What follows belongs to an exercise in optimizing a design on an open flow for small area and a short achievable clock period; a production flow would make more cautious choices.
At most, simulation tests tie the RTL to the original design; equivalence was not proved.
Only the layout flow was run in runs 1 and 2; the RTL was not checked for function there.
Power is estimated from default activity; no workload was simulated.

===== design.v =====
`timescale 1ns/1ps
module gpt_time_base (
  input  logic        aclk_i,
  input  logic        reset_i,
  input  logic        cen_i,
  input  logic        dir_i,
  input  logic        ug_i,
  input  logic [15:0] psc_i,
  input  logic [31:0] arr_i,
  input  logic [31:0] arr_d_i,
  input  logic        apre_d_i,
  output logic [31:0] cnt_o,
  output logic [31:0] cnt_d_o,
  output logic        uev_o
);
  logic [15:0] psc_rem;
  logic [15:0] psc_sh;
  logic [31:0] eff_q;
  logic [31:0] cnt_q;
  logic [15:0] psc_sh_d;
  logic [15:0] psc_rem_d;
  logic [31:0] eff_d;
  logic        tick;
  logic        wrap;
  logic        wrap_up;
  logic [31:0] e0, l0;
  logic [15:0] e1, l1;
  logic [7:0]  e2, l2;
  logic [3:0]  e3, l3;
  logic [1:0]  e4, l4;
  assign e0 = ~(cnt_q ^ eff_q);
  assign l0 = ~cnt_q & eff_q;
  for (genvar i = 0; i < 16; i++) begin : g_l1
    assign e1[i] = e0[2*i+1] & e0[2*i];
    assign l1[i] = l0[2*i+1] | (e0[2*i+1] & l0[2*i]);
  end
  for (genvar i = 0; i < 8; i++) begin : g_l2
    assign e2[i] = e1[2*i+1] & e1[2*i];
    assign l2[i] = l1[2*i+1] | (e1[2*i+1] & l1[2*i]);
  end
  for (genvar i = 0; i < 4; i++) begin : g_l3
    assign e3[i] = e2[2*i+1] & e2[2*i];
    assign l3[i] = l2[2*i+1] | (e2[2*i+1] & l2[2*i]);
  end
  for (genvar i = 0; i < 2; i++) begin : g_l4
    assign e4[i] = e3[2*i+1] & e3[2*i];
    assign l4[i] = l3[2*i+1] | (e3[2*i+1] & l3[2*i]);
  end
  assign wrap_up = !(l4[1] | (e4[1] & l4[0]));
  logic [31:0] pf [0:5];
  logic [31:0] tgl;
  assign pf[0] = cnt_q ^ {32{dir_i}};
  for (genvar k = 0; k < 5; k++) begin : g_pf
    for (genvar i = 0; i < 32; i++) begin : g_bit
      if (((i >> k) & 1) == 1) begin : g_and
        assign pf[k+1][i] = pf[k][i] & pf[k][((i >> k) << k) - 1];
      end else begin : g_pass
        assign pf[k+1][i] = pf[k][i];
      end
    end
  end
  assign tgl = {pf[5][30:0], 1'b1};
  assign tick  = cen_i && (psc_rem == 16'd0);
  assign wrap  = dir_i ? (cnt_q == 32'd0) : wrap_up;
  assign uev_o = ug_i || (tick && wrap);
  assign psc_sh_d  = reset_i ? 16'd0 : (uev_o ? psc_i : psc_sh);
  assign psc_rem_d = reset_i ? 16'd0 :
                     (ug_i || tick) ? psc_sh_d :
                     cen_i ? psc_rem - 16'd1 : psc_rem;
  assign cnt_d_o = reset_i ? 32'd0 :
                   uev_o ? (arr_i & {32{dir_i}}) :
                   tick ? (cnt_q ^ tgl) : cnt_q;
  assign eff_d = apre_d_i ? (uev_o ? arr_i : eff_q) : arr_d_i;
  always_ff @(posedge aclk_i) begin
    psc_sh  <= psc_sh_d;
    psc_rem <= psc_rem_d;
    cnt_q   <= cnt_d_o;
    eff_q   <= eff_d;
  end
  assign cnt_o = cnt_q;
endmodule
`timescale 1ns/1ps
module gpt_oc_channel (
  input  logic [2:0]  mode_i,
  input  logic [31:0] ccr_i,
  input  logic [31:0] cnt_i,
  input  logic        dir_i,
  input  logic        eq_q_i,
  input  logic        oc_ref_i,
  output logic        eq_o,
  output logic        match_o,
  output logic        oc_ref_d_o
);
  logic [31:0] e0, l0;
  logic [15:0] e1, l1;
  logic [7:0]  e2, l2;
  logic [3:0]  e3, l3;
  logic [1:0]  e4, l4;
  logic        lt;
  logic        pwm_on;
  assign e0 = ~(cnt_i ^ ccr_i);
  assign l0 = ~cnt_i & ccr_i;
  for (genvar i = 0; i < 16; i++) begin : g_l1
    assign e1[i] = e0[2*i+1] & e0[2*i];
    assign l1[i] = l0[2*i+1] | (e0[2*i+1] & l0[2*i]);
  end
  for (genvar i = 0; i < 8; i++) begin : g_l2
    assign e2[i] = e1[2*i+1] & e1[2*i];
    assign l2[i] = l1[2*i+1] | (e1[2*i+1] & l1[2*i]);
  end
  for (genvar i = 0; i < 4; i++) begin : g_l3
    assign e3[i] = e2[2*i+1] & e2[2*i];
    assign l3[i] = l2[2*i+1] | (e2[2*i+1] & l2[2*i]);
  end
  for (genvar i = 0; i < 2; i++) begin : g_l4
    assign e4[i] = e3[2*i+1] & e3[2*i];
    assign l4[i] = l3[2*i+1] | (e3[2*i+1] & l3[2*i]);
  end
  assign eq_o = e4[1] & e4[0];
  assign lt   = l4[1] | (e4[1] & l4[0]);
  assign match_o = eq_o & !eq_q_i;
  assign pwm_on  = lt | (dir_i & eq_o);
  always_comb begin
    case (mode_i)
      3'd1:    oc_ref_d_o = oc_ref_i | eq_o;
      3'd2:    oc_ref_d_o = oc_ref_i & !eq_o;
      3'd3:    oc_ref_d_o = oc_ref_i ^ match_o;
      3'd4:    oc_ref_d_o = 1'b0;
      3'd5:    oc_ref_d_o = 1'b1;
      3'd6:    oc_ref_d_o = pwm_on;
      3'd7:    oc_ref_d_o = !pwm_on;
      default: oc_ref_d_o = oc_ref_i;
    endcase
  end
endmodule
`timescale 1ns/1ps
module gpt_timer #(
  parameter int CH_NUM = 4
) (
  input  logic              aclk_i,
  input  logic              reset_i,
  input  logic              psel_i,
  input  logic              penable_i,
  input  logic              pwrite_i,
  input  logic [7:0]        paddr_i,
  input  logic [31:0]       pwdata_i,
  output logic [31:0]       prdata_o,
  output logic              pready_o,
  output logic              pslverr_o,
  output logic [CH_NUM-1:0] ch_o,
  output logic              irq_o,
  output logic              trg_o
);
  logic        cen_q, opm_q, dir_q, apre_q;
  logic [1:0]  mms_q;
  logic [4:0]  dier_q;
  logic [4:0]  sr_q;
  logic [15:0] psc_q;
  logic [31:0] arr_q;
  logic [2:0]  mode_q [0:3];
  logic [3:0]  cc_en_q, cc_pol_q;
  logic [31:0] ccr_q [0:3];
  logic        ug_q, irq_q, trg_q;
  logic [3:0]  eq_q, oc_ref_q, ch_q;
  logic [31:0] prdata_q;
  logic        pslverr_q;
  logic        cen_d, opm_d, dir_d, apre_d;
  logic [1:0]  mms_d;
  logic [4:0]  dier_d;
  logic [4:0]  sr_d;
  logic [15:0] psc_d;
  logic [31:0] arr_d;
  logic [2:0]  mode_d [0:3];
  logic [3:0]  cc_en_d, cc_pol_d;
  logic [31:0] ccr_d [0:3];
  logic [3:0]  eq_d, oc_ref_d;
  logic [31:0] cnt, cnt_d;
  logic        uev;
  logic [3:0]  eq, match;
  logic a_cr1, a_cr2, a_dier, a_sr, a_egr, a_ccmr1, a_ccmr2, a_ccer;
  logic a_cnt, a_psc, a_arr;
  logic [3:0] a_ccr;
  logic hit;
  logic wr;
  assign a_cr1   = paddr_i == 8'h00;
  assign a_cr2   = paddr_i == 8'h04;
  assign a_dier  = paddr_i == 8'h0C;
  assign a_sr    = paddr_i == 8'h10;
  assign a_egr   = paddr_i == 8'h14;
  assign a_ccmr1 = paddr_i == 8'h18;
  assign a_ccmr2 = paddr_i == 8'h1C;
  assign a_ccer  = paddr_i == 8'h20;
  assign a_cnt   = paddr_i == 8'h24;
  assign a_psc   = paddr_i == 8'h28;
  assign a_arr   = paddr_i == 8'h2C;
  assign a_ccr[0] = paddr_i == 8'h34;
  assign a_ccr[1] = paddr_i == 8'h38;
  assign a_ccr[2] = paddr_i == 8'h3C;
  assign a_ccr[3] = paddr_i == 8'h40;
  assign hit = a_cr1 | a_cr2 | a_dier | a_sr | a_egr | a_ccmr1 | a_ccmr2 |
               a_ccer | a_cnt | a_psc | a_arr | (|a_ccr);
  assign wr = psel_i & penable_i & pwrite_i;
  logic [4:0] sr_keep;
  logic [4:0] sr_set;
  assign sr_keep = (wr & a_sr) ? pwdata_i[4:0] : 5'h1F;
  assign sr_set  = {match, uev};
  always_comb begin
    if (reset_i) begin
      cen_d    = 1'b0;
      opm_d    = 1'b0;
      dir_d    = 1'b0;
      apre_d   = 1'b0;
      mms_d    = 2'd0;
      dier_d   = 5'd0;
      sr_d     = 5'd0;
      psc_d    = 16'd0;
      arr_d    = 32'hFFFF_FFFF;
      cc_en_d  = 4'd0;
      cc_pol_d = 4'd0;
      for (int i = 0; i < 4; i++) begin
        mode_d[i] = 3'd0;
        ccr_d[i]  = 32'd0;
      end
    end else begin
      cen_d    = cen_q & !(uev & opm_q);
      opm_d    = opm_q;
      dir_d    = dir_q;
      apre_d   = apre_q;
      if (wr & a_cr1) begin
        cen_d  = pwdata_i[0];
        opm_d  = pwdata_i[3];
        dir_d  = pwdata_i[4];
        apre_d = pwdata_i[7];
      end
      mms_d    = (wr & a_cr2)  ? pwdata_i[5:4]  : mms_q;
      dier_d   = (wr & a_dier) ? pwdata_i[4:0]  : dier_q;
      sr_d     = (sr_q & sr_keep) | sr_set;
      psc_d    = (wr & a_psc)  ? pwdata_i[15:0] : psc_q;
      arr_d    = (wr & a_arr)  ? pwdata_i       : arr_q;
      mode_d[0] = (wr & a_ccmr1) ? pwdata_i[6:4]   : mode_q[0];
      mode_d[1] = (wr & a_ccmr1) ? pwdata_i[14:12] : mode_q[1];
      mode_d[2] = (wr & a_ccmr2) ? pwdata_i[6:4]   : mode_q[2];
      mode_d[3] = (wr & a_ccmr2) ? pwdata_i[14:12] : mode_q[3];
      for (int i = 0; i < 4; i++) begin
        cc_en_d[i]  = (wr & a_ccer) ? pwdata_i[4*i]     : cc_en_q[i];
        cc_pol_d[i] = (wr & a_ccer) ? pwdata_i[4*i + 1] : cc_pol_q[i];
        ccr_d[i]    = (wr & a_ccr[i]) ? pwdata_i : ccr_q[i];
      end
    end
  end
  gpt_time_base time_base_i (
    .aclk_i   (aclk_i),
    .reset_i  (reset_i),
    .cen_i    (cen_q),
    .dir_i    (dir_q),
    .ug_i     (ug_q),
    .psc_i    (psc_q),
    .arr_i    (arr_q),
    .arr_d_i  (arr_d),
    .apre_d_i (apre_d),
    .cnt_o    (cnt),
    .cnt_d_o  (cnt_d),
    .uev_o    (uev)
  );
  for (genvar i = 0; i < 4; i++) begin : g_ch
    logic oc_next;
    gpt_oc_channel channel_i (
      .mode_i     (mode_q[i]),
      .ccr_i      (ccr_q[i]),
      .cnt_i      (cnt),
      .dir_i      (dir_q),
      .eq_q_i     (eq_q[i]),
      .oc_ref_i   (oc_ref_q[i]),
      .eq_o       (eq[i]),
      .match_o    (match[i]),
      .oc_ref_d_o (oc_next)
    );
    assign oc_ref_d[i] = !reset_i & oc_next;
    assign eq_d[i]     = reset_i | eq[i];
  end
  logic [31:0] rd_d;
  always_comb begin
    rd_d = 32'd0;
    if (a_cr1) begin
      rd_d[0] = cen_d;
      rd_d[3] = opm_d;
      rd_d[4] = dir_d;
      rd_d[7] = apre_d;
    end
    if (a_cr2)   rd_d[5:4] = rd_d[5:4] | mms_d;
    if (a_dier)  rd_d[4:0] = rd_d[4:0] | dier_d;
    if (a_sr)    rd_d[4:0] = rd_d[4:0] | sr_d;
    if (a_ccmr1) begin
      rd_d[6:4]   = rd_d[6:4]   | mode_d[0];
      rd_d[14:12] = rd_d[14:12] | mode_d[1];
    end
    if (a_ccmr2) begin
      rd_d[6:4]   = rd_d[6:4]   | mode_d[2];
      rd_d[14:12] = rd_d[14:12] | mode_d[3];
    end
    if (a_ccer) begin
      for (int i = 0; i < 4; i++) begin
        rd_d[4*i]     = rd_d[4*i]     | cc_en_d[i];
        rd_d[4*i + 1] = rd_d[4*i + 1] | cc_pol_d[i];
      end
    end
    if (a_cnt)   rd_d       = rd_d | cnt_d;
    if (a_psc)   rd_d[15:0] = rd_d[15:0] | psc_d;
    if (a_arr)   rd_d       = rd_d | arr_d;
    for (int i = 0; i < 4; i++) begin
      if (a_ccr[i]) rd_d = rd_d | ccr_d[i];
    end
  end
  always_ff @(posedge aclk_i) begin
    cen_q    <= cen_d;
    opm_q    <= opm_d;
    dir_q    <= dir_d;
    apre_q   <= apre_d;
    mms_q    <= mms_d;
    dier_q   <= dier_d;
    sr_q     <= sr_d;
    psc_q    <= psc_d;
    arr_q    <= arr_d;
    cc_en_q  <= cc_en_d;
    cc_pol_q <= cc_pol_d;
    for (int i = 0; i < 4; i++) begin
      mode_q[i] <= mode_d[i];
      ccr_q[i]  <= ccr_d[i];
    end
    eq_q     <= eq_d;
    oc_ref_q <= oc_ref_d;
    ch_q     <= cc_en_d & (oc_ref_d ^ cc_pol_d);
    prdata_q  <= rd_d;
    pslverr_q <= !hit;
    if (reset_i) begin
      ug_q  <= 1'b0;
      irq_q <= 1'b0;
      trg_q <= 1'b0;
    end else begin
      ug_q  <= wr & a_egr & pwdata_i[0];
      irq_q <= |(sr_q & dier_q);
      case (mms_q)
        2'd0:    trg_q <= uev;
        2'd1:    trg_q <= cen_q;
        2'd2:    trg_q <= oc_ref_q[0];
        default: trg_q <= 1'b0;
      endcase
    end
  end
  assign prdata_o  = prdata_q;
  assign pready_o  = 1'b1;
  assign pslverr_o = pslverr_q;
  assign ch_o      = ch_q;
  assign irq_o     = irq_q;
  assign trg_o     = trg_q;
endmodule

===== run.sh =====
#!/bin/bash
# synth_recipe.tcl (not shown) runs the flow's synth.tcl, then flattens the netlist and writes it again
# the make line also repeats each setting of config.mk as NAME=value (left out here)
make -C /OpenROAD-flow-scripts/flow DESIGN_CONFIG=/design/flow/config.mk WORK_HOME=/design/flow/orfs CLKGATE_MAP_FILE= SYNTH_SCRIPT=/design/flow/synth_recipe.tcl finish

===== config.mk =====
export PLATFORM = sky130hd
export DESIGN_NAME = gpt_timer
export DESIGN_NICKNAME = gpt_timer
export VERILOG_FILES = /design/flow/design.v
export SDC_FILE = /design/flow/constraint.sdc
export NUM_CORES = 4
export LEC_CHECK = 0
export CAP_MARGIN = 20
export CORE_MARGIN = 2
export CORE_UTILIZATION = 40
export SLEW_MARGIN = 20

===== constraint.sdc =====
create_clock -name core_clock -period 7.0 [get_ports {aclk_i}]
set_input_delay 1.4000 -clock core_clock [delete_from_list [all_inputs] [get_ports {aclk_i}]]
set_output_delay 1.4000 -clock core_clock [all_outputs]
set_load 0.01 [all_outputs]

==> flow_results.xml, run 1 <==
<?xml version="1.0" encoding="UTF-8"?>
<metrics>
  <group name="run_status">
    <metric name="status" unit="">complete, no violations</metric>
  </group>
  <group name="clock_network">
    <metric name="cts_resized" unit="">0</metric>
    <metric name="cts.clk_slew.worst_paths" unit="ps">60</metric>
    <metric name="cts_setup_buffers" unit="">0</metric>
    <metric name="ctsHoldBuffers" unit="">0</metric>
    <metric name="cts-root-to-sink-buffers" unit="">3</metric>
    <metric name="insertion_delay" unit="ps">600</metric>
    <metric name="num_clock_sinks" unit="">356</metric>
    <metric name="numCtsBuffers" unit="">42</metric>
    <metric name="cts_root_buf" unit="">clkbuf_16</metric>
    <metric name="cts_tree" unit="">yes</metric>
    <metric name="cts.htree.levels" unit="">2</metric>
  </group>
  <group name="synthesis">
    <metric name="yosys.cell_count.top_type" unit="">nand2_1</metric>
    <metric name="cell_area_after_synthesis" unit="µm²">19800</metric>
    <metric name="synth-seq-cells" unit="">356</metric>
    <metric name="synth.yosys.seq_area_share" unit="%">37.7</metric>
    <metric name="syn-num-nets" unit="">2589</metric>
    <metric name="synthCells" unit="">2384</metric>
    <metric name="count_of_flip_flops_with_a_built_in_enable_after_synthesis" unit="">32</metric>
    <metric name="synth_top_cell_area_share" unit="%">32.8</metric>
    <metric name="postSynthAreaPerCell" unit="µm²">8.29</metric>
    <metric name="fraction_of_registers_with_async_set_reset" unit="%">0</metric>
    <metric name="yosys_warnings" unit="">12</metric>
    <metric name="synth_largest_area_cell" unit="">dfxtp_1</metric>
    <metric name="synth_top_cells_by_area" unit="">dfxtp_1 (33%), ha_1 (10%), nand2_1 (8.4%)</metric>
    <metric name="synth-main-ff-cell" unit="">dfxtp_1</metric>
    <metric name="synth_cell_types" unit="">78</metric>
    <metric name="most_used_standard_cells_in_the_synthesized_netlist" unit="">nand2_1 (443), dfxtp_1 (324), a21oi_1 (219), ha_1 (160), nor2_1 (152)</metric>
  </group>
  <group name="worst_setup_path">
    <metric name="worst_setup_path_start_kind" unit="">primary input</metric>
    <metric name="critPathMaxFanout" unit="">24</metric>
    <metric name="worstPathRequired" unit="ps">7530</metric>
    <metric name="reg2reg_setup_slack" unit="ps">2550</metric>
    <metric name="r2r-start" unit="">time_base_i.cnt_q[25]$_DFF_P_</metric>
    <metric name="timing.critical_path.mode_cell" unit="">nand2_1</metric>
    <metric name="arrival" unit="ps">5100</metric>
    <metric name="critPathSlowestCell" unit="">nor2_4</metric>
    <metric name="r2r_end" unit="">time_base_i.eff_q[18]$_DFFE_PP_</metric>
    <metric name="timing.critical_path.slowest_cell_delay" unit="ps">820</metric>
    <metric name="crit_path_cell_trace" unit="">clkdlybuf4s50_1 -&gt; nor4bb_1 -&gt; nand2_1 -&gt; nor2_4 -&gt; nand2_1 -&gt; a21oi_1 -&gt; a221oi_1 -&gt; o211ai_1 -&gt; a21o_1</metric>
    <metric name="cp-end-kind" unit="">register</metric>
    <metric name="reg2reg_depth" unit="">10</metric>
    <metric name="critical_path_class" unit="">primary input to register</metric>
  </group>
  <group name="layout">
    <metric name="postLayoutCoreUtil" unit="%">46.5</metric>
    <metric name="nNetsFinal" unit="">2612</metric>
    <metric name="drive_above_1_share" unit="%">7.37</metric>
    <metric name="fill_cells" unit="">4855</metric>
    <metric name="multi_input_combinational_cell_area" unit="µm²">11600</metric>
    <metric name="register_area" unit="µm²">7450</metric>
    <metric name="area_added_between_synthesis_and_finish" unit="%">14.9</metric>
  </group>
  <group name="run">
    <metric name="maxCapViolCount" unit="">0</metric>
  </group>
  <group name="placed_design">
    <metric name="placement.setup.worst_slack" unit="ps">1960</metric>
    <metric name="place.port_buffers" unit="">83</metric>
    <metric name="gpl.final_weighted_congestion" unit="">0.953</metric>
    <metric name="dp_hpwl" unit="mm">59.6</metric>
  </group>
  <group name="timing">
    <metric name="timing.setup.tns" unit="ps">0</metric>
    <metric name="finalHoldViolations" unit="">0</metric>
    <metric name="timing_max_transition_violations_final" unit="">0</metric>
    <metric name="final_critical_path_setup_slack" unit="ps">2420</metric>
    <metric name="worst_slew_margin_rel" unit="%">26.5</metric>
    <metric name="max_freq" unit="MHz">219</metric>
    <metric name="rsz_0062_raised_after_global_routing" unit="">false</metric>
    <metric name="fin_worst_skew" unit="ps">17.0</metric>
    <metric name="final_min_period_over_clock_period" unit="%">65.4</metric>
    <metric name="worst-slew-pin-transition" unit="ps">1100</metric>
    <metric name="finalWorstPathRequiredPeriod" unit="ps">4580</metric>
    <metric name="setup_violations" unit="">0</metric>
  </group>
  <group name="grt">
    <metric name="groute.usage.overall" unit="%">31.5</metric>
    <metric name="grt_max_degree" unit="">109</metric>
    <metric name="grt_pass1_wl" unit="mm">119</metric>
    <metric name="grt_busiest_layer" unit="">met2</metric>
    <metric name="total_congestion_overflow_after_global_routing" unit="">0</metric>
    <metric name="globalRouteMet1Util" unit="%">38.8</metric>
    <metric name="gr-usage-met2" unit="%">53.0</metric>
    <metric name="globalRouteMet3Util" unit="%">3.97</metric>
    <metric name="antenna_found_initial" unit="">0</metric>
    <metric name="grt_pass1_vias" unit="">18200</metric>
  </group>
  <group name="min_path">
    <metric name="hold_class" unit="">register to register</metric>
    <metric name="holdPathEnd" unit="">ccr_q[1][5]$_DFF_P_</metric>
    <metric name="hold_path_depth" unit="">2</metric>
    <metric name="worst_hold_startpoint" unit="">ccr_q[1][5]$_DFF_P_</metric>
  </group>
  <group name="floorplan">
    <metric name="die-height" unit="µm">226</metric>
    <metric name="initial_core_util" unit="%">40.5</metric>
    <metric name="die-area" unit="µm²">51200</metric>
    <metric name="chipWidth" unit="µm">226</metric>
    <metric name="core" unit="µm²">48800</metric>
    <metric name="floorplan.io_pins" unit="">85</metric>
    <metric name="std_cell_rows" unit="">81</metric>
  </group>
  <group name="routing">
    <metric name="routedWlPerCell" unit="µm">26.3</metric>
    <metric name="drt.antenna.violating_nets" unit="">0</metric>
    <metric name="detail_route.iter0.violations" unit="">1929</metric>
    <metric name="remaining_drc_errors" unit="">0</metric>
    <metric name="routed_wl" unit="mm">81.5</metric>
    <metric name="detail_route.vias_per_cell" unit="">6.12</metric>
    <metric name="route.vias.total" unit="">19000</metric>
    <metric name="drt_first_pass_iters" unit="">8</metric>
  </group>
  <group name="power_and_ir_drop">
    <metric name="irDropWorstVdd" unit="µV">154</metric>
    <metric name="cellPowerDensity" unit="nW/µm²">202</metric>
    <metric name="power.leakage" unit="nW">8.39</metric>
  </group>
</metrics>
[sequential cells by signal, summed over array words and instances, names as in the netlist, 2 cells and up]
signal and flops:
arr_q 32, cc_en_q 4, cc_pol_q 4, ccr_q 128
ch_q 4, dier_q 5, eq_q 4, mms_q 2
mode_q 12, oc_ref_q 4, prdata_q 32, psc_q 16
sr_q 5, time_base_i.cnt_q 32, time_base_i.eff_q 32, time_base_i.psc_rem 16
time_base_i.psc_sh 16
[metal layers]
metal | share of wire (%) | wire [µm] | up-vias
li1 | - | - | 8692
met1 | 40 | 32700 | 9200
met2 | 47 | 38400 | 907
met3 | 6.7 | 5500 | 214
met4 | 6.1 | 4990 | 0
met5 | 0 | 0 | -
[cell type report]
type,count,area share [%]
diodes,1,0.0110
clock buffers,56,5.31
clock inverters,22,1.12
inverters,47,0.777
multi-input cells,1832,51.1
flip-flops and latches,356,32.8
well taps,664,3.66
repair buffers,128,5.22
[logic make-up after synthesis]
kind of cell    count (synthesis)  share of synthesized area [%]
flops                         356                           37.7
simple gates                  974                           22.9
other cells                     1                         0.0190
mux                           110                           5.78
buf+inv                       196                           3.95
fa+ha+maj                     160                           10.1
compound gates                530                           17.0
xor+xnor                       57                           2.53
[placed cells by master (no fill, tap or decap), drive strengths merged, types with 7 or more instances in the layout]
cell / instances
nand3: 125
a2111oi: 10
mux2i: 77
nor4: 29
ha: 160
nor4b: 7
a31oi: 18
nor2: 152
o22ai: 21
a222oi: 10
xnor2: 48
nor3: 62
nor2b: 10
mux2: 33
clkinv: 17
a221oi: 22
a21o: 21
clkbuf: 57
nand2b: 11
or4b: 7
edfxtp: 32
or2: 8
buf: 45
and2: 26
or4: 11
a21oi: 219
xor2: 9
dfxtp: 324
o211ai: 22
clkdlybuf4s50: 82
nand3b: 9
a22oi: 35
nand2: 443
a211oi: 16
inv: 48
o21a: 9
nand4: 40
o21ai: 70
[where the power goes]
part | switching, mW | internal [mW]
clock | 0.977 | 1.37
sequential | 0.00433 | 2.06
combinational | 0.131 | 0.0490
total | 1.11 | 3.48
[critical path: cells and delay by family]
family / cells / cell delay, ps
compound gates: 4 / 630
buf+inv: 1 / 720
simple gates: 4 / 2340
[worst max path at each step]
stage	from	end	slack, ps	cells past startpoint
floorplan	paddr_i[2]	time_base_i.eff_q[0]$_DFFE_PP_	2470	8
global placement	paddr_i[4]	prdata_q[8]$_DFF_P_	2030	9
detailed placement	paddr_i[4]	prdata_q[8]$_DFF_P_	1960	9
CTS	time_base_i.cnt_q[25]$_DFF_P_	time_base_i.eff_q[18]$_DFFE_PP_	2520	10
global route	time_base_i.cnt_q[25]$_DFF_P_	time_base_i.eff_q[18]$_DFFE_PP_	2190	10
finish	paddr_i[4]	prdata_q[25]$_DFF_P_	2420	9
[per-stage QoR]
stage | hold WS (ps) | power, mW | cell area [µm²] | instances
floorplan | 448 | 2.18 | 19800 | 2384
global placement | 461 | 2.28 | 21200 | 3027
CTS | 479 | 4.61 | 22700 | 3105
detailed placement | 471 | 2.28 | 21200 | 3027
finish | 483 | 4.59 | 22700 | 3106
global route | 508 | 4.69 | 22700 | 3105
==> run 2: changes to the inputs <==
--- a/design.v
+++ b/design.v
@@ -9,5 +9,5 @@
   input  logic [31:0] arr_i,
   input  logic [31:0] arr_d_i,
-  input  logic        apre_d_i,
+  input  logic        eff_load_i,
   output logic [31:0] cnt_o,
   output logic [31:0] cnt_d_o,
@@ -71,5 +71,5 @@
                    uev_o ? (arr_i & {32{dir_i}}) :
                    tick ? (cnt_q ^ tgl) : cnt_q;
-  assign eff_d = apre_d_i ? (uev_o ? arr_i : eff_q) : arr_d_i;
+  assign eff_d = eff_load_i ? arr_d_i : (uev_o ? arr_i : eff_q);
   always_ff @(posedge aclk_i) begin
     psc_sh  <= psc_sh_d;
@@ -200,8 +200,18 @@
   assign hit = a_cr1 | a_cr2 | a_dier | a_sr | a_egr | a_ccmr1 | a_ccmr2 |
                a_ccer | a_cnt | a_psc | a_arr | (|a_ccr);
-  assign wr = psel_i & penable_i & pwrite_i;
+  logic w_cr1, w_cr2, w_dier, w_sr, w_egr, w_ccmr1, w_ccmr2, w_ccer;
+  logic w_psc, w_arr;
+  logic [3:0] w_ccr;
+  logic [13:0] wsel_q, wsel_d;
+  logic setup_wr;
+  assign setup_wr = psel_i & !penable_i & pwrite_i;
+  assign wsel_d = {14{setup_wr}} & {a_ccr, a_arr, a_psc, a_ccer, a_ccmr2,
+                                    a_ccmr1, a_egr, a_sr, a_dier, a_cr2, a_cr1};
+  assign wr = psel_i & penable_i;
+  assign {w_ccr, w_arr, w_psc, w_ccer, w_ccmr2, w_ccmr1, w_egr, w_sr, w_dier,
+          w_cr2, w_cr1} = wsel_q & {14{wr}};
   logic [4:0] sr_keep;
   logic [4:0] sr_set;
-  assign sr_keep = (wr & a_sr) ? pwdata_i[4:0] : 5'h1F;
+  assign sr_keep = w_sr ? pwdata_i[4:0] : 5'h1F;
   assign sr_set  = {match, uev};
   always_comb begin
@@ -227,5 +237,5 @@
       dir_d    = dir_q;
       apre_d   = apre_q;
-      if (wr & a_cr1) begin
+      if (w_cr1) begin
         cen_d  = pwdata_i[0];
         opm_d  = pwdata_i[3];
@@ -233,17 +243,17 @@
         apre_d = pwdata_i[7];
       end
-      mms_d    = (wr & a_cr2)  ? pwdata_i[5:4]  : mms_q;
-      dier_d   = (wr & a_dier) ? pwdata_i[4:0]  : dier_q;
+      mms_d    = w_cr2  ? pwdata_i[5:4]  : mms_q;
+      dier_d   = w_dier ? pwdata_i[4:0]  : dier_q;
       sr_d     = (sr_q & sr_keep) | sr_set;
-      psc_d    = (wr & a_psc)  ? pwdata_i[15:0] : psc_q;
-      arr_d    = (wr & a_arr)  ? pwdata_i       : arr_q;
-      mode_d[0] = (wr & a_ccmr1) ? pwdata_i[6:4]   : mode_q[0];
-      mode_d[1] = (wr & a_ccmr1) ? pwdata_i[14:12] : mode_q[1];
-      mode_d[2] = (wr & a_ccmr2) ? pwdata_i[6:4]   : mode_q[2];
-      mode_d[3] = (wr & a_ccmr2) ? pwdata_i[14:12] : mode_q[3];
+      psc_d    = w_psc  ? pwdata_i[15:0] : psc_q;
+      arr_d    = w_arr  ? pwdata_i       : arr_q;
+      mode_d[0] = w_ccmr1 ? pwdata_i[6:4]   : mode_q[0];
+      mode_d[1] = w_ccmr1 ? pwdata_i[14:12] : mode_q[1];
+      mode_d[2] = w_ccmr2 ? pwdata_i[6:4]   : mode_q[2];
+      mode_d[3] = w_ccmr2 ? pwdata_i[14:12] : mode_q[3];
       for (int i = 0; i < 4; i++) begin
-        cc_en_d[i]  = (wr & a_ccer) ? pwdata_i[4*i]     : cc_en_q[i];
-        cc_pol_d[i] = (wr & a_ccer) ? pwdata_i[4*i + 1] : cc_pol_q[i];
-        ccr_d[i]    = (wr & a_ccr[i]) ? pwdata_i : ccr_q[i];
+        cc_en_d[i]  = w_ccer ? pwdata_i[4*i]     : cc_en_q[i];
+        cc_pol_d[i] = w_ccer ? pwdata_i[4*i + 1] : cc_pol_q[i];
+        ccr_d[i]    = w_ccr[i] ? pwdata_i : ccr_q[i];
       end
     end
@@ -258,5 +268,5 @@
     .arr_i    (arr_q),
     .arr_d_i  (arr_d),
-    .apre_d_i (apre_d),
+    .eff_load_i (reset_i | !apre_q | (w_cr1 & !pwdata_i[7])),
     .cnt_o    (cnt),
     .cnt_d_o  (cnt_d),
@@ -332,4 +342,5 @@
     ch_q     <= cc_en_d & (oc_ref_d ^ cc_pol_d);
     prdata_q  <= rd_d;
+    wsel_q    <= wsel_d;
     pslverr_q <= !hit;
     if (reset_i) begin
@@ -338,5 +349,5 @@
       trg_q <= 1'b0;
     end else begin
-      ug_q  <= wr & a_egr & pwdata_i[0];
+      ug_q  <= w_egr & pwdata_i[0];
       irq_q <= |(sr_q & dier_q);
       case (mms_q)
--- a/config.mk
+++ b/config.mk
@@ -9,3 +9,4 @@
 export CORE_MARGIN = 2
 export CORE_UTILIZATION = 40
+export SETUP_SLACK_MARGIN = 3.8
 export SLEW_MARGIN = 20
==> run 2 against run 1 <==
  * Still clean
  * Power down 0.69%
  * Sequential share of layout area down 0.20 points
  * Combinational power down 28%
  * Sequential power up 3%
  * Synthesized cell count down 1.4%
  * Critical endpoint is now prdata_q[13]$_DFF_P_
  * Largest power group unchanged
==> flow_results.xml, run 2 <==
<?xml version="1.0" encoding="UTF-8"?>
<metrics>
  <group name="power_and_ir_drop">
    <metric name="report.power.total" unit="mW">4.56</metric>
    <metric name="irDropWorstVdd" unit="µV">164</metric>
    <metric name="power.leakage" unit="nW">8.94</metric>
    <metric name="cellPowerDensity" unit="nW/µm²">191</metric>
  </group>
  <group name="clock_network">
    <metric name="cts.clk_slew.worst_paths" unit="ps">60</metric>
    <metric name="cts_tree" unit="">yes</metric>
    <metric name="insertion_delay" unit="ps">610</metric>
    <metric name="cts-root-to-sink-buffers" unit="">3</metric>
    <metric name="num_clock_sinks" unit="">370</metric>
    <metric name="cts.htree.levels" unit="">2</metric>
    <metric name="cts_root_buf" unit="">clkbuf_16</metric>
    <metric name="ctsHoldBuffers" unit="">0</metric>
    <metric name="numCtsBuffers" unit="">41</metric>
  </group>
  <group name="placed_design">
    <metric name="dp_hpwl" unit="mm">55.4</metric>
    <metric name="dpl_cell_area" unit="µm²">21100</metric>
    <metric name="place.port_buffers" unit="">83</metric>
    <metric name="gpl.final_weighted_congestion" unit="">0.959</metric>
  </group>
  <group name="min_path">
    <metric name="hold_path_depth" unit="">2</metric>
    <metric name="worst_hold_startpoint" unit="">time_base_i.psc_sh[1]$_DFF_P_</metric>
    <metric name="hold_class" unit="">register to register</metric>
    <metric name="holdPathEnd" unit="">time_base_i.psc_sh[1]$_DFF_P_</metric>
  </group>
  <group name="synthesis">
    <metric name="synth_top_cells_by_area" unit="">dfxtp_1 (34%), ha_1 (10%), nand2_1 (8.5%)</metric>
    <metric name="yosys.cell_count.top_type" unit="">nand2_1</metric>
    <metric name="count_of_flip_flops_with_a_built_in_enable_after_synthesis" unit="">32</metric>
    <metric name="syn-num-nets" unit="">2556</metric>
    <metric name="synth_largest_area_cell" unit="">dfxtp_1</metric>
    <metric name="fraction_of_registers_with_async_set_reset" unit="%">0</metric>
    <metric name="synth-main-ff-cell" unit="">dfxtp_1</metric>
    <metric name="synth_cell_types" unit="">80</metric>
    <metric name="synth_top_cell_area_share" unit="%">34.3</metric>
    <metric name="most_used_standard_cells_in_the_synthesized_netlist" unit="">nand2_1 (449), dfxtp_1 (338), a21oi_1 (218), nor2_1 (175), ha_1 (160)</metric>
    <metric name="postSynthAreaPerCell" unit="µm²">8.39</metric>
    <metric name="synthCells" unit="">2351</metric>
    <metric name="cell_area_after_synthesis" unit="µm²">19700</metric>
    <metric name="yosys_warnings" unit="">12</metric>
    <metric name="synth.yosys.seq_area_share" unit="%">39.2</metric>
    <metric name="synth-seq-cells" unit="">370</metric>
  </group>
  <group name="timing">
    <metric name="max_freq" unit="MHz">314</metric>
    <metric name="timing.setup.tns" unit="ps">0</metric>
    <metric name="finalHoldViolations" unit="">0</metric>
    <metric name="fin_worst_skew" unit="ps">36.0</metric>
    <metric name="worst_slew_margin_rel" unit="%">32.4</metric>
    <metric name="finalWorstPathRequiredPeriod" unit="ps">3180</metric>
    <metric name="rsz_0062_raised_after_global_routing" unit="">false</metric>
    <metric name="setup_violations" unit="">0</metric>
    <metric name="worst-slew-pin-transition" unit="ps">1010</metric>
    <metric name="timing_max_transition_violations_final" unit="">0</metric>
    <metric name="fin_hold_ws" unit="ps">459</metric>
    <metric name="final_min_period_over_clock_period" unit="%">45.5</metric>
  </group>
  <group name="run_status">
    <metric name="status" unit="">complete, no violations</metric>
  </group>
  <group name="routing">
    <metric name="routedWlPerCell" unit="µm">26.1</metric>
    <metric name="detail_route.vias_per_cell" unit="">6.08</metric>
    <metric name="route.vias.total" unit="">19100</metric>
    <metric name="routed_wl" unit="mm">81.8</metric>
    <metric name="detail_route.iter0.violations" unit="">2418</metric>
    <metric name="drt.antenna.violating_nets" unit="">0</metric>
    <metric name="drt_first_pass_iters" unit="">7</metric>
    <metric name="remaining_drc_errors" unit="">0</metric>
  </group>
  <group name="grt">
    <metric name="total_congestion_overflow_after_global_routing" unit="">0</metric>
    <metric name="antenna_found_initial" unit="">1</metric>
    <metric name="grt_pass1_vias" unit="">18400</metric>
    <metric name="grt_pass1_wl" unit="mm">119</metric>
    <metric name="groute.usage.overall" unit="%">31.4</metric>
    <metric name="grt_max_degree" unit="">107</metric>
  </group>
  <group name="floorplan">
    <metric name="floorplan.io_pins" unit="">85</metric>
    <metric name="die-area" unit="µm²">51100</metric>
    <metric name="chipWidth" unit="µm">226</metric>
    <metric name="std_cell_rows" unit="">81</metric>
    <metric name="die-height" unit="µm">226</metric>
    <metric name="initial_core_util" unit="%">40.4</metric>
    <metric name="core" unit="µm²">48800</metric>
  </group>
  <group name="layout">
    <metric name="nNetsFinal" unit="">2644</metric>
    <metric name="largest_register_ffs" unit="">128</metric>
    <metric name="mostFrequentLayoutCell" unit="">nand2_1</metric>
    <metric name="biggest_register" unit="">ccr_q</metric>
    <metric name="area_added_between_synthesis_and_finish" unit="%">20.7</metric>
    <metric name="layout_common_cells" unit="">nand2_1 (448), dfxtp_1 (320), a21oi_1 (216), nor2_1 (164), ha_1 (160)</metric>
    <metric name="drive_above_1_share" unit="%">13.3</metric>
    <metric name="fill_cells" unit="">4764</metric>
    <metric name="stdcell_area" unit="µm²">23800</metric>
  </group>
  <group name="worst_setup_path">
    <metric name="critPathMaxFanout" unit="">32</metric>
    <metric name="worst_setup_path_start_kind" unit="">primary input</metric>
    <metric name="critPathSlowestCell" unit="">clkdlybuf4s50_1</metric>
    <metric name="arrival" unit="ps">3690</metric>
    <metric name="worstPathRequired" unit="ps">7500</metric>
    <metric name="reg2reg_depth" unit="">10</metric>
    <metric name="r2r-start" unit="">time_base_i.cnt_q[10]$_DFF_P_</metric>
    <metric name="timing.critical_path.slowest_cell_delay" unit="ps">520</metric>
    <metric name="r2r_end" unit="">prdata_q[0]$_DFF_P_</metric>
    <metric name="crit_path_cell_trace" unit="">clkdlybuf4s50_1 -&gt; nor2_1 -&gt; nand3_2 -&gt; nor2_4 -&gt; buf_6 -&gt; a22o_1 -&gt; a221oi_1 -&gt; nand4_1 -&gt; a211o_1</metric>
    <metric name="reg2reg_setup_slack" unit="ps">3820</metric>
    <metric name="cp-end-kind" unit="">register</metric>
    <metric name="critical_path_class" unit="">primary input to register</metric>
  </group>
  <group name="run">
    <metric name="maxCapViolCount" unit="">0</metric>
  </group>
</metrics>
-- run 2: cell count changes in the layout (fill, tap and decap cells not counted), sizes merged, moves of 13 or more --
| cell | delta |
|---|---|
| o22ai | -13 |
| nand3b | +30 |
| and2 | -21 |
| nor2 | +24 |
| o211ai | -14 |
| buf | +53 |
| nor3 | -15 |
| dfxtp | +14 |
| nor2b | +20 |
| nand3 | -56 |
| a22oi | +34 |
| nand4 | +17 |
-- run 2: worst max-delay path, delay by kind of cell --
family / cells / cell delay [ps]
compound gates: 3 / 930
buf+inv: 2 / 750
simple gates: 4 / 580
-- run 2: how the worst max path moves through the flow --
| stage | cells past startpoint | start | to |
|---|---|---|---|
| floorplan | 7 | reset_i | time_base_i.psc_rem[11]$_SDFFE_PP0P_ |
| global placement | 10 | psel_i | prdata_q[1]$_DFF_P_ |
| detailed placement | 10 | psel_i | prdata_q[1]$_DFF_P_ |
| CTS | 10 | psel_i | prdata_q[1]$_DFF_P_ |
| global route | 10 | psel_i | prdata_q[1]$_DFF_P_ |
| finish | 9 | paddr_i[6] | prdata_q[13]$_DFF_P_ |
-- run 2: logic make-up after synthesis --
logic type,count (synthesis),synth area share [%]
simple gates,960,22.5
compound gates,516,16.6
flops,370,39.2
buf+inv,191,3.90
fa+ha+maj,160,10.1
mux,95,5.01
xor+xnor,58,2.58
other cells,1,0.0190
-- run 2: final cells by class --
| class | count | area (µm²) | area share [%] |
|---|---|---|---|
| diodes | 1 | 2.50 | 0.0105 |
| clock buffers | 58 | 1190 | 5.00 |
| clock inverters | 18 | 219 | 0.919 |
| inverters | 48 | 210 | 0.883 |
| multi-input cells | 1793 | 11700 | 49.2 |
| flip-flops and latches | 370 | 7760 | 32.6 |
| well taps | 664 | 831 | 3.49 |
| repair buffers | 185 | 1870 | 7.85 |
-- run 2: per-layer routing --
layer	global-route usage (%)	vias up	routed length, µm
li1	-	8615	-
met1	40.3	9114	32300
met2	50.0	1113	36500
met3	5.00	245	7780
met4	18.5	0	5240
met5	0	-	0
-- run 2: timing repair --
action,CTS,global route
cloned,5,3
pin swaps,20,9
buffers inserted,45,27
resized for setup,98,62
endpoints found under the setup margin,302,97
hold endpoints to repair,0,0
-- run 2: metrics by stage --
stage / utilization (%) / cells / setup slack, ps
floorplan: - / 2351 / 3800
global placement: 43.1 / 2980 / 1940
detailed placement: 43.1 / 2980 / 1840
CTS: 47.8 / 3106 / 3770
global route: 48.8 / 3136 / 3770
finish: 48.8 / 3137 / 3820
-- run 2: power by group --
group / leakage, nW / total (mW) / internal (mW) / switching (mW)
Sequential: 2.99 / 2.13 / 2.13 / 0.000797
Combinational: 5.26 / 0.130 / 0.0393 / 0.0911
Clock: 0.698 / 2.30 / 1.31 / 0.985
==> run 3: changes to the inputs <==
--- a/design.v
+++ b/design.v
@@ -12,4 +12,5 @@
   output logic [31:0] cnt_o,
   output logic [31:0] cnt_d_o,
+  output logic [31:0] cnt_nr_o,
   output logic        uev_o
 );
@@ -68,7 +69,7 @@
                      (ug_i || tick) ? psc_sh_d :
                      cen_i ? psc_rem - 16'd1 : psc_rem;
-  assign cnt_d_o = reset_i ? 32'd0 :
-                   uev_o ? (arr_i & {32{dir_i}}) :
-                   tick ? (cnt_q ^ tgl) : cnt_q;
+  assign cnt_nr_o = uev_o ? (arr_i & {32{dir_i}}) :
+                    tick ? (cnt_q ^ tgl) : cnt_q;
+  assign cnt_d_o  = reset_i ? 32'd0 : cnt_nr_o;
   assign eff_d = eff_load_i ? arr_d_i : (uev_o ? arr_i : eff_q);
   always_ff @(posedge aclk_i) begin
@@ -175,5 +176,5 @@
   logic [31:0] ccr_d [0:3];
   logic [3:0]  eq_d, oc_ref_d;
-  logic [31:0] cnt, cnt_d;
+  logic [31:0] cnt, cnt_d, cnt_nr;
   logic        uev;
   logic [3:0]  eq, match;
@@ -271,4 +272,5 @@
     .cnt_o    (cnt),
     .cnt_d_o  (cnt_d),
+    .cnt_nr_o (cnt_nr),
     .uev_o    (uev)
   );
@@ -293,31 +295,31 @@
     rd_d = 32'd0;
     if (a_cr1) begin
-      rd_d[0] = cen_d;
-      rd_d[3] = opm_d;
-      rd_d[4] = dir_d;
-      rd_d[7] = apre_d;
+      rd_d[0] = cen_q & !(uev & opm_q);
+      rd_d[3] = opm_q;
+      rd_d[4] = dir_q;
+      rd_d[7] = apre_q;
     end
-    if (a_cr2)   rd_d[5:4] = rd_d[5:4] | mms_d;
-    if (a_dier)  rd_d[4:0] = rd_d[4:0] | dier_d;
-    if (a_sr)    rd_d[4:0] = rd_d[4:0] | sr_d;
+    if (a_cr2)   rd_d[5:4] = rd_d[5:4] | mms_q;
+    if (a_dier)  rd_d[4:0] = rd_d[4:0] | dier_q;
+    if (a_sr)    rd_d[4:0] = rd_d[4:0] | sr_q | sr_set;
     if (a_ccmr1) begin
-      rd_d[6:4]   = rd_d[6:4]   | mode_d[0];
-      rd_d[14:12] = rd_d[14:12] | mode_d[1];
+      rd_d[6:4]   = rd_d[6:4]   | mode_q[0];
+      rd_d[14:12] = rd_d[14:12] | mode_q[1];
     end
     if (a_ccmr2) begin
-      rd_d[6:4]   = rd_d[6:4]   | mode_d[2];
-      rd_d[14:12] = rd_d[14:12] | mode_d[3];
+      rd_d[6:4]   = rd_d[6:4]   | mode_q[2];
+      rd_d[14:12] = rd_d[14:12] | mode_q[3];
     end
     if (a_ccer) begin
       for (int i = 0; i < 4; i++) begin
-        rd_d[4*i]     = rd_d[4*i]     | cc_en_d[i];
-        rd_d[4*i + 1] = rd_d[4*i + 1] | cc_pol_d[i];
+        rd_d[4*i]     = rd_d[4*i]     | cc_en_q[i];
+        rd_d[4*i + 1] = rd_d[4*i + 1] | cc_pol_q[i];
       end
     end
-    if (a_cnt)   rd_d       = rd_d | cnt_d;
-    if (a_psc)   rd_d[15:0] = rd_d[15:0] | psc_d;
-    if (a_arr)   rd_d       = rd_d | arr_d;
+    if (a_cnt)   rd_d       = rd_d | cnt_nr;
+    if (a_psc)   rd_d[15:0] = rd_d[15:0] | psc_q;
+    if (a_arr)   rd_d       = rd_d | arr_q;
     for (int i = 0; i < 4; i++) begin
-      if (a_ccr[i]) rd_d = rd_d | ccr_d[i];
+      if (a_ccr[i]) rd_d = rd_d | ccr_q[i];
     end
   end
--- a/config.mk
+++ b/config.mk
@@ -9,4 +9,4 @@
 export CORE_MARGIN = 2
 export CORE_UTILIZATION = 40
-export SETUP_SLACK_MARGIN = 3.8
+export SETUP_SLACK_MARGIN = 4.1
 export SLEW_MARGIN = 20
==> run 3 against run 2 <==
  * Hold slack improved by 24 ps
  * Combinational power rose by 34%
  * Via count decreased by 2.5%
  * Register-to-register slack better by 290 ps
  * Critical endpoint unchanged
==> flow_results.xml, run 3 <==
<?xml version="1.0" encoding="UTF-8"?>
<metrics>
  <group name="run_status">
    <metric name="status" unit="">complete, no violations</metric>
  </group>
  <group name="synthesis">
    <metric name="synthCells" unit="">2283</metric>
    <metric name="synth.yosys.seq_area_share" unit="%">39.9</metric>
    <metric name="synth-seq-cells" unit="">370</metric>
    <metric name="synth_top_cell_area_share" unit="%">34.9</metric>
    <metric name="fraction_of_registers_with_async_set_reset" unit="%">0</metric>
    <metric name="synth_cell_types" unit="">87</metric>
    <metric name="count_of_flip_flops_with_a_built_in_enable_after_synthesis" unit="">32</metric>
    <metric name="yosys.cell_count.top_type" unit="">nand2_1</metric>
    <metric name="most_used_standard_cells_in_the_synthesized_netlist" unit="">nand2_1 (480), dfxtp_1 (338), a21oi_1 (248), ha_1 (160), nor2_1 (119)</metric>
    <metric name="synth_largest_area_cell" unit="">dfxtp_1</metric>
    <metric name="synth_top_cells_by_area" unit="">dfxtp_1 (35%), ha_1 (10%), nand2_1 (9.3%)</metric>
    <metric name="synth-main-ff-cell" unit="">dfxtp_1</metric>
    <metric name="cell_area_after_synthesis" unit="µm²">19400</metric>
    <metric name="postSynthAreaPerCell" unit="µm²">8.48</metric>
    <metric name="syn-num-nets" unit="">2488</metric>
    <metric name="yosys_warnings" unit="">12</metric>
  </group>
  <group name="layout">
    <metric name="drive_above_1_share" unit="%">18.8</metric>
    <metric name="stdcell_area" unit="µm²">24500</metric>
    <metric name="postLayoutCoreUtil" unit="%">51.4</metric>
    <metric name="area_added_between_synthesis_and_finish" unit="%">26.7</metric>
    <metric name="mostFrequentLayoutCell" unit="">nand2_1</metric>
    <metric name="layout_common_cells" unit="">nand2_1 (476), dfxtp_1 (302), a21oi_1 (240), ha_1 (122), nor2_1 (106)</metric>
    <metric name="biggest_register" unit="">ccr_q</metric>
    <metric name="largest_register_ffs" unit="">128</metric>
    <metric name="nNetsFinal" unit="">2597</metric>
    <metric name="antenna_cells_inserted" unit="">0</metric>
  </group>
  <group name="timing">
    <metric name="worst-slew-pin-transition" unit="ps">942</metric>
    <metric name="fin_worst_skew" unit="ps">15.2</metric>
    <metric name="rsz_0062_raised_after_global_routing" unit="">true</metric>
    <metric name="timing_max_transition_violations_final" unit="">0</metric>
    <metric name="setup_violations" unit="">0</metric>
    <metric name="timing.setup.tns" unit="ps">0</metric>
    <metric name="worst_slew_margin_rel" unit="%">37.2</metric>
    <metric name="finalWorstPathRequiredPeriod" unit="ps">2890</metric>
    <metric name="finalHoldViolations" unit="">0</metric>
    <metric name="max_freq" unit="MHz">346</metric>
    <metric name="final_min_period_over_clock_period" unit="%">41.3</metric>
  </group>
  <group name="worst_setup_path">
    <metric name="crit_start" unit="">paddr_i[1]</metric>
    <metric name="crit_path_cell_trace" unit="">clkdlybuf4s50_1 -&gt; nor2_4 -&gt; nand3b_1 -&gt; nor2_2 -&gt; a22o_1 -&gt; a221oi_1 -&gt; and3_1 -&gt; o21ai_1</metric>
    <metric name="cp-end-kind" unit="">register</metric>
    <metric name="worstPathRequired" unit="ps">7510</metric>
    <metric name="r2r-start" unit="">time_base_i.cnt_q[6]$_SDFF_PP0_</metric>
    <metric name="worst_setup_path_endpoint" unit="">prdata_q[13]$_DFF_P_</metric>
    <metric name="critPathMaxFanout" unit="">7</metric>
    <metric name="reg2reg_depth" unit="">10</metric>
    <metric name="arrival" unit="ps">3400</metric>
    <metric name="critPathSlowestCell" unit="">nor2_2</metric>
    <metric name="timing.critical_path.slowest_cell_delay" unit="ps">460</metric>
    <metric name="critical_path_class" unit="">primary input to register</metric>
    <metric name="worst_setup_path_start_kind" unit="">primary input</metric>
    <metric name="r2r_end" unit="">ch_q[3]$_DFF_P_</metric>
    <metric name="reg2reg_setup_slack" unit="ps">4110</metric>
  </group>
  <group name="routing">
    <metric name="drt.antenna.violating_nets" unit="">0</metric>
    <metric name="route.vias.total" unit="">18600</metric>
    <metric name="detail_route.iter0.violations" unit="">2286</metric>
    <metric name="routed_wl" unit="mm">76.0</metric>
    <metric name="remaining_drc_errors" unit="">0</metric>
    <metric name="routedWlPerCell" unit="µm">25.0</metric>
    <metric name="drt_first_pass_iters" unit="">6</metric>
    <metric name="detail_route.vias_per_cell" unit="">6.13</metric>
  </group>
  <group name="clock_network">
    <metric name="numCtsBuffers" unit="">41</metric>
    <metric name="cts_root_buf" unit="">clkbuf_16</metric>
    <metric name="insertion_delay" unit="ps">590</metric>
    <metric name="cts-root-to-sink-buffers" unit="">3</metric>
    <metric name="num_clock_sinks" unit="">370</metric>
    <metric name="cts.htree.levels" unit="">2</metric>
    <metric name="ctsHoldBuffers" unit="">0</metric>
    <metric name="cts.clk_slew.worst_paths" unit="ps">60</metric>
    <metric name="cts_tree" unit="">yes</metric>
  </group>
  <group name="grt">
    <metric name="groute.usage.overall" unit="%">29.2</metric>
    <metric name="grt_pass1_vias" unit="">17800</metric>
    <metric name="grt_pass1_wl" unit="mm">111</metric>
    <metric name="grt_max_degree" unit="">109</metric>
    <metric name="total_congestion_overflow_after_global_routing" unit="">0</metric>
    <metric name="antenna_found_initial" unit="">0</metric>
  </group>
  <group name="min_path">
    <metric name="hold_class" unit="">register to register</metric>
  </group>
  <group name="floorplan">
    <metric name="floorplan.io_pins" unit="">85</metric>
    <metric name="std_cell_rows" unit="">80</metric>
    <metric name="die-area" unit="µm²">50200</metric>
    <metric name="chipWidth" unit="µm">224</metric>
    <metric name="core" unit="µm²">47700</metric>
    <metric name="initial_core_util" unit="%">40.6</metric>
    <metric name="die-height" unit="µm">224</metric>
  </group>
  <group name="placed_design">
    <metric name="gpl.final_weighted_congestion" unit="">0.948</metric>
    <metric name="place.port_buffers" unit="">83</metric>
    <metric name="dpl_cell_area" unit="µm²">20700</metric>
    <metric name="dp_hpwl" unit="mm">48.4</metric>
  </group>
  <group name="power_and_ir_drop">
    <metric name="irDropWorstVdd" unit="µV">157</metric>
    <metric name="cellPowerDensity" unit="nW/µm²">184</metric>
    <metric name="power.leakage" unit="nW">9.14</metric>
  </group>
  <group name="run">
    <metric name="maxCapViolCount" unit="">0</metric>
  </group>
</metrics>
==> run 3: layout make-up <==
type,count,area (µm²)
timing repair buffer,201,2160
tap,615,769
inverter,52,262
clock inverter,14,149
sequential,370,7840
fill,4332,23200
multi-input combinational,1726,12200
clock buffer,61,1200
==> run 3: metal layers <==
layer / up-vias / track usage (%) / share of wire (%)
met3: 222 / 6.61 / 10
met5: - / 0 / 0
met1: 8961 / 38.4 / 41
met4: 0 / 12.7 / 4.6
li1: 8425 / - / -
met2: 1008 / 46.1 / 45
==> run 3: worst min path at each step <==
stage / depth (start not counted) / startpoint / end / slack [ps]
2_1_floorplan: 2 / apre_q$_SDFFE_PP0P_ / apre_q$_SDFFE_PP0P_ / 440
5_1_grt: 2 / ccr_q[1][18]$_SDFFE_PP0P_ / ccr_q[1][18]$_SDFFE_PP0P_ / 490
3_3_place_gp: 2 / ccr_q[3][21]$_SDFFE_PP0P_ / ccr_q[3][21]$_SDFFE_PP0P_ / 470
4_1_cts: 2 / ccr_q[1][18]$_SDFFE_PP0P_ / ccr_q[1][18]$_SDFFE_PP0P_ / 480
3_5_place_dp: 2 / ccr_q[1][18]$_SDFFE_PP0P_ / ccr_q[1][18]$_SDFFE_PP0P_ / 470
6_report: 2 / ccr_q[1][11]$_SDFFE_PP0P_ / ccr_q[1][11]$_SDFFE_PP0P_ / 480
==> run 3: report_power, final <==
| part | total, mW | switching, mW | internal [mW] |
|---|---|---|---|
| clock | 2.22 | 0.941 | 1.27 |
| sequential | 2.13 | 0.00362 | 2.12 |
| combinational | 0.174 | 0.110 | 0.0633 |
==> run 3: timing repair <==
item | CTS | global route
pin swaps | 32 | 52
cloned | 10 | 1
setup endpoints to repair | 203 | 143
resized for setup | 234 | 138
setup buffers | 47 | 37
==> run 3: kinds of logic after synthesis <==
group	count (synthesis)	share of synthesized area (%)
buf+inv	189	3.90
flops	370	39.9
simple gates	938	23.0
fa+ha+maj	160	10.3
other cells	1	0.0194
compound gates	500	16.5
xor+xnor	53	2.40
mux	72	3.94
==> run 3: stage by stage <==
stage / std cells / total power, mW / hold slack, ps / worst slack (ps)
CTS: 3001 / 4.53 / 479 / 4060
global placement: 2869 / 2.32 / 466 / 2370
global route: 3039 / 4.63 / 492 / 4050
detailed placement: 2869 / 2.32 / 472 / 2270
floorplan: 2283 / 2.25 / 444 / 4110
finish: 3039 / 4.52 / 483 / 4110
==> run 3: critical path, delay by kind of cell <==
family	cells	cell delay (ps)
AO/OA/AOI/OAI	3	370
AND/OR/NAND/NOR	4	1180
buffers and inverters	1	440
==> run 4: changes to the inputs <==
--- a/design.v
+++ b/design.v
@@ -216,46 +216,36 @@
   assign sr_keep = w_sr ? pwdata_i[4:0] : 5'h1F;
   assign sr_set  = {match, uev};
+  logic [31:0] wd0, wd1;
+  logic e_cr1, e_cr2, e_dier, e_ccmr1, e_ccmr2, e_ccer, e_psc, e_arr;
+  logic [3:0] e_ccr;
+  assign wd0 = pwdata_i & {32{!reset_i}};
+  assign wd1 = pwdata_i | {32{reset_i}};
+  assign e_cr1   = w_cr1   | reset_i;
+  assign e_cr2   = w_cr2   | reset_i;
+  assign e_dier  = w_dier  | reset_i;
+  assign e_ccmr1 = w_ccmr1 | reset_i;
+  assign e_ccmr2 = w_ccmr2 | reset_i;
+  assign e_ccer  = w_ccer  | reset_i;
+  assign e_psc   = w_psc   | reset_i;
+  assign e_arr   = w_arr   | reset_i;
+  assign e_ccr   = w_ccr   | {4{reset_i}};
   always_comb begin
-    if (reset_i) begin
-      cen_d    = 1'b0;
-      opm_d    = 1'b0;
-      dir_d    = 1'b0;
-      apre_d   = 1'b0;
-      mms_d    = 2'd0;
-      dier_d   = 5'd0;
-      sr_d     = 5'd0;
-      psc_d    = 16'd0;
-      arr_d    = 32'hFFFF_FFFF;
-      cc_en_d  = 4'd0;
-      cc_pol_d = 4'd0;
-      for (int i = 0; i < 4; i++) begin
-        mode_d[i] = 3'd0;
-        ccr_d[i]  = 32'd0;
-      end
-    end else begin
-      cen_d    = cen_q & !(uev & opm_q);
-      opm_d    = opm_q;
-      dir_d    = dir_q;
-      apre_d   = apre_q;
-      if (w_cr1) begin
-        cen_d  = pwdata_i[0];
-        opm_d  = pwdata_i[3];
-        dir_d  = pwdata_i[4];
-        apre_d = pwdata_i[7];
-      end
-      mms_d    = w_cr2  ? pwdata_i[5:4]  : mms_q;
-      dier_d   = w_dier ? pwdata_i[4:0]  : dier_q;
-      sr_d     = (sr_q & sr_keep) | sr_set;
-      psc_d    = w_psc  ? pwdata_i[15:0] : psc_q;
-      arr_d    = w_arr  ? pwdata_i       : arr_q;
-      mode_d[0] = w_ccmr1 ? pwdata_i[6:4]   : mode_q[0];
-      mode_d[1] = w_ccmr1 ? pwdata_i[14:12] : mode_q[1];
-      mode_d[2] = w_ccmr2 ? pwdata_i[6:4]   : mode_q[2];
-      mode_d[3] = w_ccmr2 ? pwdata_i[14:12] : mode_q[3];
-      for (int i = 0; i < 4; i++) begin
-        cc_en_d[i]  = w_ccer ? pwdata_i[4*i]     : cc_en_q[i];
-        cc_pol_d[i] = w_ccer ? pwdata_i[4*i + 1] : cc_pol_q[i];
-        ccr_d[i]    = w_ccr[i] ? pwdata_i : ccr_q[i];
-      end
+    cen_d  = reset_i ? 1'b0 : w_cr1 ? pwdata_i[0] : (cen_q & !(uev & opm_q));
+    opm_d  = e_cr1 ? wd0[3] : opm_q;
+    dir_d  = e_cr1 ? wd0[4] : dir_q;
+    apre_d = e_cr1 ? wd0[7] : apre_q;
+    mms_d  = e_cr2  ? wd0[5:4]  : mms_q;
+    dier_d = e_dier ? wd0[4:0]  : dier_q;
+    sr_d   = reset_i ? 5'd0 : (sr_q & sr_keep) | sr_set;
+    psc_d  = e_psc  ? wd0[15:0] : psc_q;
+    arr_d  = e_arr  ? wd1       : arr_q;
+    mode_d[0] = e_ccmr1 ? wd0[6:4]   : mode_q[0];
+    mode_d[1] = e_ccmr1 ? wd0[14:12] : mode_q[1];
+    mode_d[2] = e_ccmr2 ? wd0[6:4]   : mode_q[2];
+    mode_d[3] = e_ccmr2 ? wd0[14:12] : mode_q[3];
+    for (int i = 0; i < 4; i++) begin
+      cc_en_d[i]  = e_ccer ? wd0[4*i]     : cc_en_q[i];
+      cc_pol_d[i] = e_ccer ? wd0[4*i + 1] : cc_pol_q[i];
+      ccr_d[i]    = e_ccr[i] ? wd0 : ccr_q[i];
     end
   end
--- a/config.mk
+++ b/config.mk
@@ -8,5 +8,8 @@
 export CAP_MARGIN = 20
 export CORE_MARGIN = 2
-export CORE_UTILIZATION = 40
+export CORE_UTILIZATION = 60
+export CTS_BUF_LIST = sky130_fd_sc_hd__clkbuf_8
+export CTS_CLUSTER_DIAMETER = 50
+export CTS_CLUSTER_SIZE = 20
 export SETUP_SLACK_MARGIN = 4.1
 export SLEW_MARGIN = 20
==> run 4 against run 3 <==
  * Hold slack gained 7.3 ps
  * Largest power group is now registers
  * Fmax shrank 6.6%
  * Critical path type is now register to register
  * Clock power shrank 29%
==> flow_results.xml, run 4 <==
<?xml version="1.0" encoding="UTF-8"?>
<metrics>
  <group name="synthesis">
    <metric name="fraction_of_registers_with_async_set_reset" unit="%">0</metric>
    <metric name="synth_largest_area_cell" unit="">edfxtp_1</metric>
    <metric name="yosys.cell_count.top_type" unit="">edfxtp_1</metric>
    <metric name="synth.yosys.seq_area_share" unit="%">49.8</metric>
    <metric name="synth_cell_types" unit="">75</metric>
    <metric name="synth_top_family_by_area" unit="">simple AND/OR/NAND/NOR gates</metric>
    <metric name="post_synth_xor_area_fraction" unit="%">2.55</metric>
    <metric name="synth_compound_area_share" unit="%">12.0</metric>
    <metric name="post_synth_and_or_nand_nor_area_fraction" unit="%">16.4</metric>
    <metric name="synth-seq-cells" unit="">370</metric>
    <metric name="synth_top_cells_by_area" unit="">edfxtp_1 (32%), dfxtp_1 (18%), ha_1 (11%)</metric>
    <metric name="synth_top_cell_area_share" unit="%">31.5</metric>
    <metric name="synthMuxAreaShare" unit="%">5.75</metric>
    <metric name="syn-num-nets" unit="">1958</metric>
    <metric name="most_used_standard_cells_in_the_synthesized_netlist" unit="">edfxtp_1 (198), dfxtp_1 (172), nand2_1 (163), ha_1 (160), nor2_1 (94)</metric>
  </group>
  <group name="grt">
    <metric name="grt_max_degree" unit="">80</metric>
    <metric name="antenna_found_initial" unit="">2</metric>
    <metric name="grt_pass1_wl" unit="mm">91.3</metric>
  </group>
  <group name="routing">
    <metric name="drt.antenna.violating_nets" unit="">0</metric>
    <metric name="route.vias.total" unit="">16000</metric>
    <metric name="drt_first_pass_iters" unit="">9</metric>
    <metric name="routed_wl" unit="mm">64.2</metric>
    <metric name="detail_route.vias_per_cell" unit="">6.88</metric>
    <metric name="remaining_drc_errors" unit="">0</metric>
    <metric name="routedWlPerCell" unit="µm">27.6</metric>
    <metric name="detail_route.iter0.violations" unit="">2199</metric>
  </group>
  <group name="clock_network">
    <metric name="cts_tree" unit="">yes</metric>
    <metric name="insertion_delay" unit="ps">610</metric>
    <metric name="numCtsBuffers" unit="">37</metric>
    <metric name="num_clock_sinks" unit="">370</metric>
    <metric name="cts.clk_slew.worst_paths" unit="ps">110</metric>
    <metric name="cts_root_buf" unit="">clkbuf_8</metric>
    <metric name="cts-root-to-sink-buffers" unit="">3</metric>
  </group>
  <group name="layout">
    <metric name="mostFrequentLayoutCell" unit="">edfxtp_1</metric>
    <metric name="drive_above_1_share" unit="%">21.9</metric>
    <metric name="antenna_cells_inserted" unit="">0</metric>
    <metric name="biggest_register" unit="">ccr_q</metric>
    <metric name="layout_common_cells" unit="">edfxtp_1 (198), nand2_1 (161), ha_1 (153), dfxtp_1 (144), nor2_1 (78)</metric>
    <metric name="fill_cells" unit="">2176</metric>
    <metric name="area_added_between_synthesis_and_finish" unit="%">21.6</metric>
  </group>
  <group name="floorplan">
    <metric name="core" unit="µm²">30700</metric>
    <metric name="std_cell_rows" unit="">64</metric>
    <metric name="floorplan.io_pins" unit="">85</metric>
    <metric name="die-area" unit="µm²">32900</metric>
    <metric name="die-height" unit="µm">181</metric>
  </group>
  <group name="timing">
    <metric name="timing_max_transition_violations_final" unit="">0</metric>
    <metric name="finalWorstPathRequiredPeriod" unit="ps">3100</metric>
    <metric name="fin_worst_skew" unit="ps">63.6</metric>
    <metric name="max_freq" unit="MHz">323</metric>
    <metric name="finalHoldViolations" unit="">0</metric>
    <metric name="rsz_0062_raised_after_global_routing" unit="">true</metric>
    <metric name="worst-slew-pin-transition" unit="ps">956</metric>
    <metric name="final_min_period_over_clock_period" unit="%">44.2</metric>
    <metric name="worst_slew_margin_rel" unit="%">35.4</metric>
    <metric name="setup_violations" unit="">0</metric>
  </group>
  <group name="worst_setup_path">
    <metric name="critPathMaxFanout" unit="">25</metric>
    <metric name="cp-end-kind" unit="">register</metric>
    <metric name="worst_setup_path_start_kind" unit="">register</metric>
    <metric name="critPathTopFamily" unit="">simple AND/OR/NAND/NOR gates</metric>
    <metric name="critPathSlowestCell" unit="">or4b_4</metric>
    <metric name="arrival" unit="ps">3540</metric>
    <metric name="crit_path_cell_trace" unit="">buf_12 -&gt; or4b_4 -&gt; nand4b_1 -&gt; nor2_1 -&gt; and4_4 -&gt; a311o_2 -&gt; buf_6 -&gt; buf_6 -&gt; buf_12 -&gt; o21ai_4 -&gt; a221o_1</metric>
  </group>
  <group name="placed_design">
    <metric name="number_of_cells_in_the_design_after_placement" unit="">2167</metric>
    <metric name="dp_hpwl" unit="mm">39.5</metric>
    <metric name="dpl_cell_area" unit="µm²">20000</metric>
    <metric name="placement.setup.worst_slack" unit="ps">2380</metric>
    <metric name="gpl.final_weighted_congestion" unit="">0.952</metric>
  </group>
  <group name="run_status">
    <metric name="status" unit="">complete, no violations</metric>
  </group>
  <group name="power_and_ir_drop">
    <metric name="power.leakage" unit="nW">8.39</metric>
    <metric name="report.power.total" unit="mW">4.46</metric>
    <metric name="irDropWorstVdd" unit="µV">217</metric>
  </group>
</metrics>
## run 4: changes by cell type in the layout (fill, tap and decap cells not counted), moves of 32 or more
cell       delta
edfxtp_1    +166
nand3_1      -46
a21oi_1     -164
clkbuf_8     +33
nor2b_1      +32
nand2_1     -315
dfxtp_1     -158
clkbuf_16    -44
## run 4: timing repair
item / 4_1_cts / 5_1_grt
hold buffers: 0 / 0
setup buffers: 53 / 26
cloned: 12 / 4
pin swaps: 38 / 65
setup endpoints to repair: 413 / 219
resized for setup: 176 / 167
## run 4: power breakdown
| part | switching [mW] | internal [mW] | total (mW) |
|---|---|---|---|
| Combinational | 0.265 | 0.171 | 0.436 |
| Sequential | 0.0728 | 2.38 | 2.45 |
| Clock | 0.880 | 0.695 | 1.57 |
| Total | 1.22 | 3.24 | 4.46 |
## run 4: cell families (layout without fill, tap and decap cells)
family | after synthesis | after routing
compound gates | 349 | 358
xor+xnor | 55 | 55
fa+ha+maj | 160 | 160
buf+inv | 131 | 296
flops | 370 | 370
mux | 104 | 104
other cells | 1 | 1
simple gates | 583 | 587
## run 4: worst paths after layout
| kind | startpoint | slack, ps | depth (start not counted) | to |
|---|---|---|---|---|
| worst max register to register | dir_q$_DFFE_PP_ | 3900 | 11 | prdata_q[18]$_DFF_P_ |
| worst max-delay path | dir_q$_DFFE_PP_ | 3900 | 11 | prdata_q[18]$_DFF_P_ |
| worst min-delay path | wsel_q[4]$_DFF_P_ | 490 | 1 | ug_q$_SDFF_PP0_ |
| worst min register to register | wsel_q[4]$_DFF_P_ | 490 | 1 | ug_q$_SDFF_PP0_ |
## run 4: metal layers
metal  global-route usage (%)  wire length (µm)
met1                     53.9             25600
met4                     14.4              2960
met2                     55.3             27800
met3                     6.87              7780
met5                        0                13
## run 4: cell type report
cell class	count	area (µm²)	area share [%]
Multi-Input combinational cell	1265	10100	44.2
Sequential cell	370	9450	41.2
Timing Repair Buffer	179	1780	7.78
Clock buffer	37	509	2.22
Tap cell	396	495	2.16
Clock inverter	28	329	1.44
Inverter	52	219	0.955
## run 4: worst reg2reg max path, stage by stage, from the launching register on
cell,delay (ps)
edfxtp_1,420
buf_12,190
or4b_4,550
nand4b_1,250
nor2_1,140
and4_4,290
a311o_2,230
buf_6,130
buf_6,110
buf_12,180
o21ai_4,80
a221o_1,350

[what the ideal ports hide]
The results above use ideal ports. As a check the final layouts listed here were re-extracted and re-timed, cells and wires unchanged.
Step 1 sets driving cells, clkbuf_16 on the clock port and buf_2 on the other inputs (assumed; they add their load-dependent delay and slew).
Step 2 also shifts input and output timing later by t, the mid clock arrival at the registers, as if the neighbouring blocks saw the same clock.
Slacks: ideal / step 1 / step 2; pairs: ideal / step 1.
run	t (ns)	slack for setup (ns)	pins driven straight from the clock port
run 1	0.647	2.425 / 2.460 / 1.813	1
run 2	0.653	3.816 / 3.821 / 3.195	1
run 3	0.639	4.107 / 4.092 / 3.495	1
run 4	0.630	3.903 / 3.903 / 3.398	1
After both steps setup and hold are still met in every run listed. The setup slack of run 2, which loses most, moves by +0.005 ns with the drivers and by -0.621 ns with both steps.
